Background: an optimization exercise with open tools, aiming at small area, a short achievable clock period and few clock cycles per item. Do not read the settings as production practice.
Function was checked by simulation only, so behaviour that the tests miss may differ from the original.

==> flow/design.v (outline; a module is shown in full before it is edited, if it fits) <==
// module km_mul_pipe: 5392 lines
module km_mul_pipe (
    input  logic        clk,
    input  logic        rst,
    input  logic        in_valid,
    output logic        in_ready,
    input  logic        mode,
    input  logic [31:0] in1,
    input  logic [31:0] in2,
    input  logic [3:0]  in_tag,
    output logic        out_valid,
    input  logic        out_ready,
    output logic [3:0]  out_tag,
    output logic [31:0] out_L,
    output logic [31:0] out_H
);
  // ...
==> flow/run.sh <==
#!/bin/bash
# synth_recipe.tcl (not shown) runs the flow's synth.tcl, then flattens the netlist and writes it again
# the make line also repeats each setting of config.mk as NAME=value (left out here)
make -C /OpenROAD-flow-scripts/flow DESIGN_CONFIG=/design/flow/config.mk WORK_HOME=/design/flow/orfs CLKGATE_MAP_FILE= SYNTH_SCRIPT=/design/flow/synth_recipe.tcl finish
==> flow/config.mk <==
export PLATFORM = sky130hd
export DESIGN_NAME = km_mul_pipe
export DESIGN_NICKNAME = km_mul_pipe
export VERILOG_FILES = /design/flow/design.v
export SDC_FILE = /design/flow/constraint.sdc
export NUM_CORES = 4
export LEC_CHECK = 0
export CAP_MARGIN = 20
export CORE_MARGIN = 2
export CORE_UTILIZATION = 40
export SLEW_MARGIN = 20
==> flow/constraint.sdc <==
create_clock -name core_clock -period 7.0 [get_ports {clk}]
set_input_delay 1.4000 -clock core_clock [delete_from_list [all_inputs] [get_ports {clk}]]
set_output_delay 1.4000 -clock core_clock [all_outputs]
set_load 0.01 [all_outputs]
==> notes.md, run 1 <==
* Critical Path RT at around 7.4 ns
* CTS Buf Count at 47
* Post-Layout Cell Count at ~4500
* Largest area class, layout: multi-input gates
* Outcome: no timing/DRC/antenna violations
* Max_cap viols at 0
* Layout Utilization at 0.449
* RSZ-0062 raised after global routing: false
* Synth Area in Adders at 0.299
* Most common cell after layout, fill and taps aside: fa_1
* Critical path, cell by cell: fa_1, inv_1, fa_1, inv_1, ha_1, nand4_1, nor3_2, nand2_1, a211oi_4, nor4_4, o311ai_4, a21oi_2, xnor2_1
* GRT met1 Usage at 0.340
* Yosys cell types at 76
* First-pass GRT wire length at around 170000 um
* Synth area leader: edfxtp_1
* Die H at approximately 310 um
* Mapped Cells at between 3000 and 4000
* Final hold viol count at 0
* Design area at between 0.04 and 0.05 mm2
* Reg-to-reg startpoint: r2_fa_1389
* Post-CTS sizing at 0
* Syn nets at about 3900
* Initial core utilization at 0.405
* Non-clock buffer share at 0.0525
* Syn-to-layout area delta at 10.9%
* DRT antenna net count at 0
Testbench counts, summed over its fixed seeds: cycles 8,024, items 8,000.
==> run 2: changes to the inputs <==
--- a/flow/config.mk
+++ b/flow/config.mk
@@ -9,3 +9,4 @@
 export CORE_MARGIN = 2
-export CORE_UTILIZATION = 40
+export CORE_UTILIZATION = 55
+export SETUP_SLACK_MARGIN = 3.2
 export SLEW_MARGIN = 20
==> notes.md, run 2 <==
* Outcome: no timing/DRC/antenna violations
* Fmax at 251 MHz
* Total Neg Setup Slack at 0 ns
* Max_cap viols at 0 (unchanged)
* Commonest non-fill, non-tap cells in the layout: 463 x xnor2_1, 459 x a22oi_1, 454 x fa_1
* DRC viols at 0
* Slew HR at 0.254
* Hold buffers post-CTS at 0
* #FFs+latches synth at roughly 390
* CP delay by family, top: adder cells
* Final setup vio count at 0
* Max-slew violation count at 0
* Initial core utilization at 0.554 (+0.149)
* Clock slew at reported path FFs at around 0.060 ns
* Top flop regs: tag_q: 12 flops, v: 3 flops
* Final hold viol count at 0 (unchanged)
* Largest stage delay, worst path at 0.62 ns
* Critical path, cell by cell: fa_1, inv_1, fa_1, inv_2, ha_4, and4_4, a221oi_4, buf_12, buf_12, a21boi_4, buf_4, o21bai_4, buf_4, a21boi_4, or4_4, o311ai_4
* Synth area leader: edfxtp_1
* CORE AREA at roughly 0.067 mm2
* CTS Buf Count at 46 (-2.1%)
* Worst reg2reg path depth at 16
* Drt first pass iters at 9
* Post-synth EDFFs at about 380
* HPWL Detailed at around 74000 um
* Die span in x at around 260 um
* Yosys warning count at 2
* Synth async-reset ratio at 0.00777
* Overflow after GRT at 0
* HP Class: flop to flop
* DRT antenna net count at 0 (unchanged)
* DR WL/cell at between 20 and 30 um
* Die H at 264 um (-15%)
* First-pass GRT wire length at 179000 um (+4.2%)
* Final Cycle Share at 0.568
* Mapped Cells at 3250 (unchanged)
* Syn nets at 3926 (unchanged)
* DIE AREA at 0.0696 mm2
* Root Driver: clkbuf_16
* Critical path peak fanout at 4
* Crit. End Element: flop
* Count of input and output buffers at between 100 and 150
* Hold Path Depth at 0
* Clock tree from TritonCTS: done
* Commonest register cell after synthesis: edfxtp_1
* Synth area leaders: edfxtp_1 31%, fa_1 25%, xnor2_1 11%
* RSZ-0062 raised after global routing: true
* Via Count at around 27000
* Yosys cell types at 76 (unchanged)
* Syn-to-layout area delta at 18.6%
* Worst slew pin tran at between 1 and 1.5 ns
* Post-synthesis sequential area ratio at 0.312
* Worst path arrival time at approximately 4.4 ns
* Synth top area share at 0.310
* Reg with most FFs: tag_q
* DR iter-0 viols at 3771
* Total wire length at roughly 120000 um
* Fin nets at ~4000
* Clock Skews at between 0.02 and 0.03 ns
* Row count at 95
* Most common cell after layout, fill and taps aside: xnor2_1
* Max reg flops at 12
* Ports at approximately 140
* Top-count cell post-synth: fa_1
* Crit Path Class: flop to flop
* Critical path buffers and inverters at 6
* Vias in the first global route at 28241
* Largest net degree at the start of global routing at 180
* Clk Latency, worst-skew pair at around 0.6 ns
* Routability cong. at slightly below 0.9
* Layout Utilization at 0.657 (+0.209)
* Startpoint types: flop
* Fraction of layout cells with a size suffix above 1 at 0.180
* Antenna violations before repair at 3
* Critical Path RT at 7.40 ns (+0.04 ns)
* CTS H-tree lvls at 2
* Vias per Instance at ~6.4
* Critical path depth in cells at 16
* Slowest-stage cell, CP: fa_1
* Number of buffers on the longest clock path at 3
* Synth Cell Area at between 0.03 and 0.04 mm2
* Total Routing Usage GR at 0.346
* Min Clock Period, post-route at between 3 and 4 ns
* List of most frequent post-synthesis cells: 473 x fa_1, 472 x xnor2_1, 470 x a22oi_1, 410 x inv_1, 383 x edfxtp_1
* CTS sink count at around 390
* Syn Area/Cell at ~11 um2
run 2: cell count changes in the layout (fill, tap and decap cells not counted), sizes merged:
cell | previous run | this run
buf | 89 | 257
clkbuf | 52 | 61
o21ai | 39 | 41
inv | 419 | 415
clkinv | 18 | 20
diode | 0 | 1
clkdlybuf4s50 | 142 | 141
clkinvlp | 5 | 6
bufinv | 11 | 9
bufbuf | 0 | 3
nand2b | 16 | 17
run 2: cells by family (layout without fill, tap and decap cells):
kind of cell	Yosys count	after routing	share of synthesized area
xor gates and xnor gates	542	542	0.128
other	0	1	0
and+or+nand+nor	256	257	0.0341
muxes	60	60	0.0173
adders and majority gates	603	603	0.299
AOI/OAI and AO/OA	630	632	0.126
DFF	386	386	0.312
buffers and inverters	773	912	0.0846
run 2: worst reg2reg max path, cell delays in order (launching register included):
cell	delay, ns
edfxtp_1	0.41
fa_1	0.62
inv_1	0.07
fa_1	0.50
inv_2	0.05
ha_4	0.23
and4_4	0.19
a221oi_4	0.30
buf_12	0.17
buf_12	0.15
a21boi_4	0.08
buf_4	0.14
o21bai_4	0.14
buf_4	0.15
a21boi_4	0.07
or4_4	0.44
o311ai_4	0.10
run 2: worst paths after layout:
path	start	slack [ns]	end
setup / recovery	r2_fa_1279	3.02	r3_s_2239
hold / removal	tag_q[2][2]	0.42	tag_q[3][2]
setup reg to reg	r2_fa_1279	3.02	r3_s_2239
hold reg to reg	tag_q[2][2]	0.42	tag_q[3][2]
max in group asynchronous	rst	5.89	v[2]
min in group asynchronous	rst	0.98	v[3]
run 2: routing by layer:
metal | GRT usage | share of wire | up-vias
met3 | 0.107 | 0.14 | 452
met5 | 0 | 0.00021 | -
met4 | 0.139 | 0.050 | 4
met2 | 0.497 | 0.42 | 2000
met1 | 0.492 | 0.39 | 13700
li1 | - | - | 11108
run 2: cell type report:
| class | count | area, um2 |
|---|---|---|
| timing repair inverter | 1 | 8.76 |
| timing repair buffer | 413 | 4300 |
| sequential | 386 | 11600 |
| antenna | 1 | 2.50 |
| inverter | 417 | 1660 |
| clock inverter | 32 | 415 |
| multi-input combinational | 2094 | 23800 |
| tap | 873 | 1090 |
| clock buffer | 49 | 1180 |
| fill | 5106 | 23000 |
run 2: repair_timing:
item	CTS	global route
hold endpoints to repair	0	0
endpoints found under the setup margin	138	74
gates cloned	7	9
setup buffers	75	97
pin swaps	45	98
gates resized for setup	189	169
run 2: stage by stage:
step	hold WS, ns	instances	worst slack [ns]	cell area (um2)
after floorplan	0.400	3250	1.52	37200
after global placement	0.405	3995	2.25	38900
after detailed placement	0.406	3996	2.22	39000
after CTS	0.415	4159	3.03	42400
after global routing	0.424	4265	2.91	44100
final	0.417	4266	3.02	44100
==> run 3: changes to the inputs <==
==> flow/flow/run.sh (new file) <==
#!/bin/bash
# Layout flow: the standard ORFS flow with two changes.
#  1. The port buffers are buf_2 cells instead of the delay buffer buffer_ports picks.
#  2. Between synthesis and floorplan, flow/fixinv.py removes inverters between
#     full-adder cells by flipping the polarity of some adders (a full adder is
#     self-dual). Registers and their names are untouched.
# Each tool's output goes to a log file in this folder.
set -euo pipefail
W=$(pwd)
R=$W/orfs/results/$FLOW_PLATFORM/km_mul_pipe/base
PB='BUFFER_PORTS_ARGS=-buffer_cell sky130_fd_sc_hd__buf_2'
bash standard.sh "$PB" synth > "$W/flow_synth.log" 2>&1
cp "$R/1_2_yosys.v" "$W/synth_netlist.v"
python3 flow/fixinv.py "$W/synth_netlist.v" "$W/fixed_netlist.v" > "$W/flow_fixinv.log" 2>&1
cat "$W/flow_fixinv.log"
cp "$W/fixed_netlist.v" "$R/1_2_yosys.v"
rm -f "$R/1_synth.odb" "$R/1_synth.sdc"
bash standard.sh "$PB" finish > "$W/flow_finish.log" 2>&1
==> flow/flow/fixinv.py (new file) <==
#!/usr/bin/env python3
"""Remove inverters between full-adder cells in a Yosys gate netlist.

A full adder is self-dual: FA(~a, ~b, ~c) = ~FA(a, b, c) for both sum and
carry. Yosys's extract_fa picks each adder's polarity on its own, which leaves
an inverter on many adder-to-adder wires. This script chooses, for every
sky130 fa cell, whether to use it in flipped polarity (inputs and outputs
complemented) so that as few inverters as possible are needed, then rewires
the netlist: each wire that needs its complement gets one inverter, and the
old inverters in those wires are removed. Registers and ports are untouched;
the function of every register input and output port stays the same.

usage: fixinv.py IN.v OUT.v
"""
import re
import sys
from collections import defaultdict

src = open(sys.argv[1]).read()
OUTPINS = {'X', 'Y', 'Q', 'Q_N', 'SUM', 'COUT', 'HI', 'LO'}
PFX = 'sky130_fd_sc_hd__'

m = re.search(r'\bmodule\b.*?;', src, re.S)
body_start = m.end()
body_end = src.rindex('endmodule')
body = src[body_start:body_end]

# split into statements
stmts = []
pos = 0
for mm in re.finditer(r';', body):
    stmts.append(body[pos:mm.end()])
    pos = mm.end()
tail = body[pos:]

ports = set()
for st in stmts:
    s = st.strip()
    mp = re.match(r'(input|output|inout)\s+(\[[^\]]*\]\s*)?(\S+)\s*;', s)
    if mp:
        ports.add(mp.group(3))

inst_re = re.compile(r'^\s*(\S+)\s+(\S+)\s*\((.*)\)\s*;\s*$', re.S)
pin_re = re.compile(r'\.(\w+)\(\s*((?:\\\S+\s)|[^()]*?)\s*\)')

insts = []   # dict(type, name, pins{pin: net}, idx)
for i, st in enumerate(stmts):
    s = st.strip()
    if not s.startswith(PFX):
        continue
    mi = inst_re.match(st)
    if not mi:
        continue
    pins = {}
    for pm in pin_re.finditer(mi.group(3)):
        pins[pm.group(1)] = pm.group(2).strip()
    insts.append({'type': mi.group(1)[len(PFX):], 'name': mi.group(2), 'pins': pins, 'idx': i})


def is_inv(c):
    return re.match(r'inv_\d+$', c['type']) is not None


def is_fa(c):
    return re.match(r'fa_\d+$', c['type']) is not None


def portbase(net):
    return re.sub(r'\s*\[\d+\]$', '', net)


driver = {}
loads = defaultdict(list)
for c in insts:
    for p, n in c['pins'].items():
        if p in OUTPINS:
            driver[n] = (c, p)
        else:
            loads[n].append((c, p))


def isconst(n):
    return "'" in n


def base_of(n):
    par = 0
    while n in driver and is_inv(driver[n][0]):
        n = driver[n][0]['pins']['A']
        par ^= 1
    return n, par


def tree(b):
    """consumer pins of base net b through inverter chains: list of (cell, pin, parity),
    plus the inverters and nets in the tree; None if a port sits inside the tree."""
    cons = []
    invs = []
    nets = []
    stack = [(b, 0)]
    while stack:
        n, par = stack.pop()
        nets.append(n)
        for c, p in loads[n]:
            if is_inv(c):
                invs.append(c)
                stack.append((c['pins']['Y'], par ^ 1))
            else:
                cons.append((c, p, par))
    for n in nets[1:]:
        if portbase(n) in ports:
            return None
    return cons, invs


fas = [c for c in insts if is_fa(c)]
fa_id = {id(c): k for k, c in enumerate(fas)}

# in-scope base nets: driven by an FA, or feeding an FA input
scope = {}
for c in fas:
    for p in ('COUT', 'SUM'):
        n = c['pins'].get(p)
        if n is not None:
            scope[n] = None
    for p in ('A', 'B', 'CIN'):
        n = c['pins'][p]
        if isconst(n):
            continue
        b, _ = base_of(n)
        scope[b] = None
frozen = set()
for b in list(scope):
    if isconst(b):
        del scope[b]
        continue
    t = tree(b)
    if t is None:
        del scope[b]
        continue
    scope[b] = t
# an FA touching an out-of-scope net (or a constant) keeps its polarity
for c in fas:
    ok = True
    for p in ('A', 'B', 'CIN'):
        n = c['pins'][p]
        if isconst(n) or base_of(n)[0] not in scope:
            ok = False
    for p in ('COUT', 'SUM'):
        if c['pins'].get(p) not in scope:
            ok = False
    if not ok:
        frozen.add(fa_id[id(c)])

f = [0] * len(fas)
drv_fa = {}
for b in scope:
    if b in driver and is_fa(driver[b][0]):
        drv_fa[b] = fa_id[id(driver[b][0])]
# nets touching each FA
fa_nets = defaultdict(set)
for b, (cons, invs) in scope.items():
    if b in drv_fa:
        fa_nets[drv_fa[b]].add(b)
    for c, p, par in cons:
        if is_fa(c):
            fa_nets[fa_id[id(c)]].add(b)


def net_cost(b):
    cons, _ = scope[b]
    phys = f[drv_fa[b]] if b in drv_fa else 0
    for c, p, par in cons:
        need = par ^ (f[fa_id[id(c)]] if is_fa(c) else 0)
        if need != phys:
            return 1
    return 0


before = sum(net_cost(b) for b in scope)
old_invs = sum(len(scope[b][1]) for b in scope)
changed = True
rounds = 0
while changed and rounds < 50:
    changed = False
    rounds += 1
    for k in range(len(fas)):
        if k in frozen:
            continue
        ns = fa_nets[k]
        c0 = sum(net_cost(b) for b in ns)
        f[k] ^= 1
        c1 = sum(net_cost(b) for b in ns)
        if c1 < c0:
            changed = True
        else:
            f[k] ^= 1
# annealing on top of the greedy result (deterministic seed)
import math
import random
rng = random.Random(1)
free = [k for k in range(len(fas)) if k not in frozen]
cur = sum(net_cost(b) for b in scope)
best = cur
bestf = list(f)
if free:
    steps = 60 * len(free)
    for it in range(steps):
        T = 1.0 * (1 - it / steps) + 0.02
        k = rng.choice(free)
        ns = fa_nets[k]
        c0 = sum(net_cost(b) for b in ns)
        f[k] ^= 1
        c1 = sum(net_cost(b) for b in ns)
        d = c1 - c0
        if d <= 0 or rng.random() < math.exp(-d / T):
            cur += d
            if cur < best:
                best = cur
                bestf = list(f)
        else:
            f[k] ^= 1
    f[:] = bestf
after = sum(net_cost(b) for b in scope)

# rewrite
newpins = {}     # (cell name, pin) -> net
dead = set()
extra = []
cnt = 0
for b, (cons, invs) in scope.items():
    phys = f[drv_fa[b]] if b in drv_fa else 0
    for c in invs:
        dead.add(c['name'])
    invnet = None
    for c, p, par in cons:
        need = par ^ (f[fa_id[id(c)]] if is_fa(c) else 0)
        if need == phys:
            newpins[(c['name'], p)] = b
        else:
            if invnet is None:
                cnt += 1
                invnet = 'fixinv_n%d' % cnt
                extra.append('  wire %s;\n' % invnet)
                extra.append('  %sinv_1 fixinv_%d (\n    .A(%s),\n    .Y(%s)\n  );\n' % (PFX, cnt, b if not b.startswith('\\') else b + ' ', invnet))
            newpins[(c['name'], p)] = invnet


def fmtnet(n):
    return n + ' ' if n.startswith('\\') else n


out_stmts = []
for c in insts:
    pass
byidx = {c['idx']: c for c in insts}
for i, st in enumerate(stmts):
    c = byidx.get(i)
    if c is None:
        out_stmts.append(st)
        continue
    if c['name'] in dead:
        continue
    if not any((c['name'], p) in newpins for p in c['pins']):
        out_stmts.append(st)
        continue
    pins = dict(c['pins'])
    for p in pins:
        if (c['name'], p) in newpins:
            pins[p] = newpins[(c['name'], p)]
    txt = '\n  %s%s %s (\n%s\n  );' % (PFX, c['type'], c['name'],
                                       ',\n'.join('    .%s(%s)' % (p, fmtnet(n)) for p, n in pins.items()))
    out_stmts.append(txt)

res = src[:body_start] + ''.join(out_stmts) + '\n' + ''.join(extra) + tail + src[body_end:]
open(sys.argv[2], 'w').write(res)
print('fa cells %d (frozen %d), flipped %d; inverters in scope before %d (needed %d), after %d'
      % (len(fas), len(frozen), sum(f), old_invs, before, after))
==> flow/standard.sh (new file) <==
#!/bin/bash
# synth_recipe.tcl (not shown) runs the flow's synth.tcl, then flattens the netlist and writes it again
# the make line also repeats each setting of config.mk as NAME=value (left out here)
make -C /OpenROAD-flow-scripts/flow DESIGN_CONFIG=/design/flow/config.mk WORK_HOME=/design/flow/orfs CLKGATE_MAP_FILE= SYNTH_SCRIPT=/design/flow/synth_recipe.tcl "${@:-finish}"
removed: flow/run.sh
==> notes.md, run 3 <==
* Overflow after GRT at 0 (unchanged)
* CTS Buf Count at 44 (-4.3%)
* Via Count at 26749 (-1.9%)
* Final setup vio count at 0 (unchanged)
* Final Cycle Share at 0.571 (+0.00259)
* Syn nets at 3723 (-5.2%)
* Yosys warning count at 2 (unchanged)
* First-pass GRT wire length at 182000 um (+1.3%)
* Reg with most FFs: tag_q
* Routability cong. at 0.969 (+8.5%)
* CTS sink count at 386 (unchanged)
* DIE AREA at 0.0682 mm2 (-2.0%)
* Initial core utilization at 0.554 (about the same)
* Layout Utilization at 0.645 (-0.0126)
* Max_cap viols at 0 (unchanged)
* Critical Path RT at 7.34 ns (-0.06 ns)
* DR iter-0 viols at 3693 (-2.1%)
* Die H at 261 um (-1.0%)
* Syn Area/Cell at 11.9 um2 (+4.5%)
* Most common cell after layout, fill and taps aside: xnor2_1
* Crit. End Element: flop
* Drt first pass iters at 10 (+1)
* Synth Cell Area at 0.0364 mm2 (-2.1%)
* Commonest non-fill, non-tap cells in the layout: 466 x xnor2_1, 465 x a22oi_1, 460 x fa_1
* Max-slew violation count at 0 (unchanged)
* Count of input and output buffers at 142 (unchanged)
* CTS H-tree lvls at 2 (unchanged)
* DRT antenna net count at 0 (unchanged)
* Antenna violations before repair at 0 (-3)
* GRT met1 Usage at 0.518 (+0.0264)
* Total Routing Usage GR at 0.368 (+0.0216)
* Startpoint types: flop
* Fill cells at 5026 (-1.6%)
* DRC viols at 0 (unchanged)
* Row count at 94 (-1.1%)
* Hold buffers post-CTS at 0 (unchanged)
* Total wire length at 127000 um (+3.6%)
* Largest net degree at the start of global routing at 165 (-8.3%)
* Met3 usage at 0.129 (+0.0222)
* Critical path peak fanout at 5 (+1)
* Top flop regs: tag_q: 12 flops, v: 3 flops
* Mapped Cells at 3047 (-6.2%)
* Outcome: no timing/DRC/antenna violations
* Worst path arrival time at 4.34 ns (-0.04 ns)
* Multi-input logic area at 0.0237 mm2 (-0.66%)
* DR WL/cell at 31.5 um (+9.3%)
* Clock tree from TritonCTS: done
* Fraction of layout cells with a size suffix above 1 at 0.219 (+0.0389)
* Root Driver: clkbuf_16
* Crit Path Class: flop to flop
* Worst slew pin tran at 1.08 ns (-0.0402 ns)
* HPWL Detailed at 78300 um (+5.2%)
* Clock Skews at 0.0307 ns (+0.00101 ns)
* Fin nets at 3823 (-5.3%)
* Seq. cell area at 0.0116 mm2 (unchanged)
* Fmax at 250 MHz (-0.45%)
* CORE AREA at 0.0656 mm2 (-2.1%)
* Vias per Instance at 6.62 (+3.5%)
* Vias in the first global route at 27426 (-2.9%)
* Syn-to-layout area delta at 16.3%
* Clock slew at reported path FFs at 0.07 ns (about the same)
* Worst hold slack at 0.419 ns (+0.00228 ns)
* Number of buffers on the longest clock path at 3 (unchanged)
* Final hold viol count at 0 (unchanged)
* Slew HR at 0.280 (+0.0268)
* RSZ-0062 raised after global routing: true
* Clk Latency, worst-skew pair at 0.61 ns (about the same)
* HP Class: flop to flop
* Max reg flops at 12 (unchanged)
* Total Neg Setup Slack at 0 ns (unchanged)
* Met2 Resource Use GR at 0.523 (+0.0268)
* Global route hottest layer: met2
* Die span in x at 261 um (-1.0%)
* Ports at 143 (unchanged)
* Min Clock Period, post-route at 3.99 ns (+0.0181 ns)
[run 3: final cells by class]
cell class,instances,area share
multi-input combinational,2093,0.560
sequential,386,0.274
timing repair buffer,407,0.0841
clock buffer,50,0.0276
tap,864,0.0255
inverter,214,0.0206
clock inverter,27,0.00878
timing repair inverter,1,0.000207
antenna,1,0.0000591
[run 3: routing by layer]
layer / share of wire / vias to the layer above / wire [um]
li1: - / 10665 / -
met1: 0.39 / 13558 / 49600
met2: 0.42 / 2045 / 53400
met3: 0.14 / 479 / 17900
met4: 0.050 / 2 / 6350
met5: 0.00043 / - / 55
[run 3: worst paths after layout]
kind	startpoint	end	slack, ns	depth (start not counted)
setup reg to reg	r2_fa_1347	r3_s_2259	3.01	15
min in group asynchronous	rst	v[3]	0.65	2
max in group asynchronous	rst	v[2]	6.23	2
setup / recovery	r2_fa_1347	r3_s_2259	3.01	15
hold / removal	tag_q[1][3]	tag_q[2][3]	0.42	0
hold reg to reg	tag_q[1][3]	tag_q[2][3]	0.42	0
[run 3: metrics by stage]
stage | std cells | area [um2] | setup slack [ns]
2_1_floorplan | 3047 | 36400 | 1.52
3_3_place_gp | 3788 | 37500 | 2.07
3_5_place_dp | 3788 | 37500 | 2.09
4_1_cts | 3950 | 40700 | 3.05
5_1_grt | 4042 | 42300 | 2.91
6_report | 4043 | 42300 | 3.01
[run 3: timing repair]
item                                    CTS  global route
resized for setup                       156           129
setup buffers                            79            82
hold endpoints to repair                  0             0
pin swaps                                33            66
endpoints found under the setup margin  178           100
gates cloned                              6            10
[run 3: worst max-delay path, cell delays in order (launching register included)]
cell and delay, ns:
edfxtp_1 0.49, fa_1 0.54, fa_1 0.46, ha_4 0.33, nand4_4 0.13, buf_4 0.16
or2_0 0.23, a2bb2oi_2 0.15, buf_6 0.17, a21boi_4 0.26, nor3_4 0.09, buf_12 0.15
buf_4 0.14, nor2_4 0.15, a211oi_2 0.10, xnor2_1 0.14
==> run 4: changes to the inputs <==
--- a/flow/flow/run.sh
+++ b/flow/flow/run.sh
@@ -3,3 +3,4 @@
 #  1. The port buffers are buf_2 cells instead of the delay buffer buffer_ports picks.
-#  2. Between synthesis and floorplan, flow/fixinv.py removes inverters between
+#  2. CTS adds no dummy loads.
+#  3. Between synthesis and floorplan, flow/fixinv.py removes inverters between
 #     full-adder cells by flipping the polarity of some adders (a full adder is
@@ -11,2 +12,3 @@
 PB='BUFFER_PORTS_ARGS=-buffer_cell sky130_fd_sc_hd__buf_2'
+CTS='CTS_ARGS=-sink_clustering_enable -repair_clock_nets -dont_use_dummy_load'
 bash standard.sh "$PB" synth > "$W/flow_synth.log" 2>&1
@@ -17,2 +19,2 @@
 rm -f "$R/1_synth.odb" "$R/1_synth.sdc"
-bash standard.sh "$PB" finish > "$W/flow_finish.log" 2>&1
+bash standard.sh "$PB" "$CTS" finish > "$W/flow_finish.log" 2>&1
--- a/flow/config.mk
+++ b/flow/config.mk
@@ -9,4 +9,4 @@
 export CORE_MARGIN = 2
-export CORE_UTILIZATION = 55
-export SETUP_SLACK_MARGIN = 3.2
+export CORE_UTILIZATION = 60
+export SETUP_SLACK_MARGIN = 3.3
 export SLEW_MARGIN = 20
==> notes.md, run 4 <==
* CTS sink count at 386 (unchanged)
* Min Clock Period, post-route at 4.03 ns (+0.0341 ns)
* Slew HR at 0.258 (-0.0228)
* CP endpoint: r2_fa_1354
* Largest net degree at the start of global routing at 145 (-12%)
* Critical Path RT at 7.28 ns (-0.06 ns)
* CORE AREA at 0.0601 mm2 (-8.4%)
* Synth Cell Area at 0.0364 mm2 (unchanged)
* Most common cell after layout, fill and taps aside: xnor2_1
* Reg-to-reg startpoint: r1_b_8
* HPWL Detailed at 75200 um (-4.0%)
* RSZ-0062 raised after global routing: true
* Worst slew pin tran at 1.11 ns (+0.0342 ns)
* Fin nets at 3915 (+2.4%)
* Max-slew violation count at 0 (unchanged)
* Syn Area/Cell at 11.9 um2 (unchanged)
* Reg2reg end: r2_fa_1354
* Global route hottest layer: met2
* GRT met1 Usage at 0.549 (+0.0303)
* Fmax at 248 MHz (-0.85%)
* Mapped Cells at 3047 (unchanged)
* Number of buffers on the longest clock path at 3 (unchanged)
* Met3 usage at 0.162 (+0.0332)
* Total Neg Setup Slack at 0 ns (unchanged)
* Syn nets at 3723 (unchanged)
* Die H at 250 um (-4.2%)
* Total wire length at 128000 um (+0.24%)
* CTS H-tree lvls at 2 (unchanged)
* CP Launch Point: r1_b_8
* Worst path arrival time at 4.30 ns (-0.04 ns)
* Critical path peak fanout at 3 (-2)
* Clk Latency, worst-skew pair at 0.60 ns (about the same)
* Drt first pass iters at 10 (unchanged)
* Routability cong. at 0.955 (-1.5%)
* Total Routing Usage GR at 0.399 (+0.0309)
* Outcome: no timing/DRC/antenna violations
* Die span in x at 250 um (-4.2%)
* Clock tree from TritonCTS: done
* DRC viols at 0 (unchanged)
* Max_cap viols at 0 (unchanged)
* DIE AREA at 0.0626 mm2 (-8.2%)
* Yosys warning count at 2 (unchanged)
* Ports at 143 (unchanged)
* Commonest non-fill, non-tap cells in the layout: 458 x xnor2_1, 428 x a22oi_1, 422 x fa_1
* Root Driver: clkbuf_16
* DR WL/cell at 31.7 um (+0.79%)
* Count of input and output buffers at 142 (unchanged)
* Final hold viol count at 0 (unchanged)
* Vias per Instance at 6.83 (+3.2%)
* Fraction of layout cells with a size suffix above 1 at 0.281 (+0.0624)
* Layout Utilization at 0.726 (+0.0807)
* HP Class: flop to flop
* Met2 Resource Use GR at 0.563 (+0.0399)
* First-pass GRT wire length at 183000 um (+0.80%)
* Row count at 90 (-4.3%)
* Max reg flops at 12 (unchanged)
* CTS Buf Count at 45 (+2.3%)
* Crit Path Class: flop to flop
* Crit. End Element: flop
* Reg with most FFs: tag_q
* Vias in the first global route at 27989 (+2.1%)
* Overflow after GRT at 0 (unchanged)
* Antenna violations before repair at 1 (+1)
* Final setup vio count at 0 (unchanged)
* Worst reg2reg path depth at 13 (-2)
* Reg2reg setup slack at 2.97 ns (-0.03 ns)
* Top flop regs: tag_q: 12 flops, v: 3 flops
* Final Cycle Share at 0.576 (+0.00487)
* Clock Skews at 0.0593 ns (+0.0286 ns)
* DRT antenna net count at 0 (unchanged)
* Final worst slack at 2.97 ns (-0.0341 ns)
* Startpoint types: flop
* Clock slew at reported path FFs at 0.06 ns (about the same)
* Initial core utilization at 0.605 (+0.0507)
* Pre-CTS setup slack at 2.00 ns (-0.0940 ns)
* DR iter-0 viols at 4408 (+19%)
* Via Count at 27462 (+2.7%)
* Syn-to-layout area delta at 19.9%
[run 4: critical path, stage by stage, from the launching register on]
cell and delay [ns]:
edfxtp_1 0.48, buf_6 0.18, nor2_4 0.09, nand2_2 0.08
o21ai_4 0.11, buf_6 0.14, buf_12 0.10, a22oi_2 0.06
xor2_1 0.21, fa_1 0.59, inv_2 0.09, fa_1 0.49
fa_1 0.59, fa_2 0.50
[run 4: through the flow]
step                hold slack (ns)  area [um2]  std cells
floorplan                     0.400       36400       3047
global placement              0.400       37300       3702
detailed placement            0.405       37300       3702
CTS                           0.418       41900       3927
global route                  0.434       43600       4019
finish                        0.419       43600       4021
[run 4: repair_timing]
item	CTS	global route
hold buffers	0	0
resized for setup	292	203
setup endpoints to repair	161	112
gates cloned	16	1
buffers inserted	164	91
pin swaps	110	160
[run 4: routing by layer]
layer  part of all wire  wire length, um
met1               0.37            47400
met4              0.056             7160
met3               0.15            19500
met5             0.0011              137
met2               0.42            53400
[run 4: cell type report]
| class | count | area [um2] |
|---|---|---|
| repair inverters | 1 | 6.26 |
| inverters | 214 | 881 |
| clock buffers | 45 | 1130 |
| diodes | 2 | 5.00 |
| well taps | 782 | 978 |
| fillers | 4001 | 16500 |
| multi-input cells | 2093 | 24400 |
| flip-flops and latches | 386 | 11600 |
| repair buffers | 498 | 4670 |
[run 4: how the worst min path moves through the flow]
stage,from,end,cells after the start
2_1_floorplan,tag_q[1][0],tag_q[2][0],0
3_3_place_gp,tag_q[1][3],tag_q[2][3],0
3_5_place_dp,tag_q[2][1],tag_q[3][1],0
4_1_cts,tag_q[2][1],tag_q[3][1],0
5_1_grt,tag_q[1][1],tag_q[2][1],0
6_report,tag_q[2][1],tag_q[3][1],0

[separate check: timing with driven ports]
Ports are ideal in the flow. The routed layouts listed here were re-timed in OpenROAD.
Step 1, drivers: a clkbuf_16 drives clk and a buf_2 each remaining input, both assumed.
Step 2, shift: input delay + t, output delay - t, t = (earliest + latest rising clock arrival at the registers) / 2. This alone moves slack from input paths to output paths.
a / b / c = no drivers / after step 1 / after step 2; a / b = the first two.
| run | t (ns) | slack for setup (ns) | hold slack, ns | worst setup path at the end | slew at the worst register clock pin (ns) |
|---|---|---|---|---|---|
| run 1 | 0.669 | 2.392 / 2.392 / 2.392 | 0.420 / 0.420 / 0.420 | register to register | 0.07 / 0.07 |
| run 2 | 0.659 | 3.023 / 3.023 / 2.863 | 0.417 / 0.417 / 0.417 | input to register | 0.06 / 0.06 |
| run 3 | 0.663 | 3.005 / 3.005 / 3.005 | 0.419 / 0.419 / 0.419 | register to register | 0.07 / 0.07 |
| run 4 | 0.633 | 2.971 / 2.971 / 2.971 | 0.419 / 0.419 / 0.419 | register to register | 0.06 / 0.06 |
After both steps every run listed still meets setup and hold. The setup slack of run 2, which loses most, moves by 0.000 ns with the drivers and by -0.160 ns with both steps.
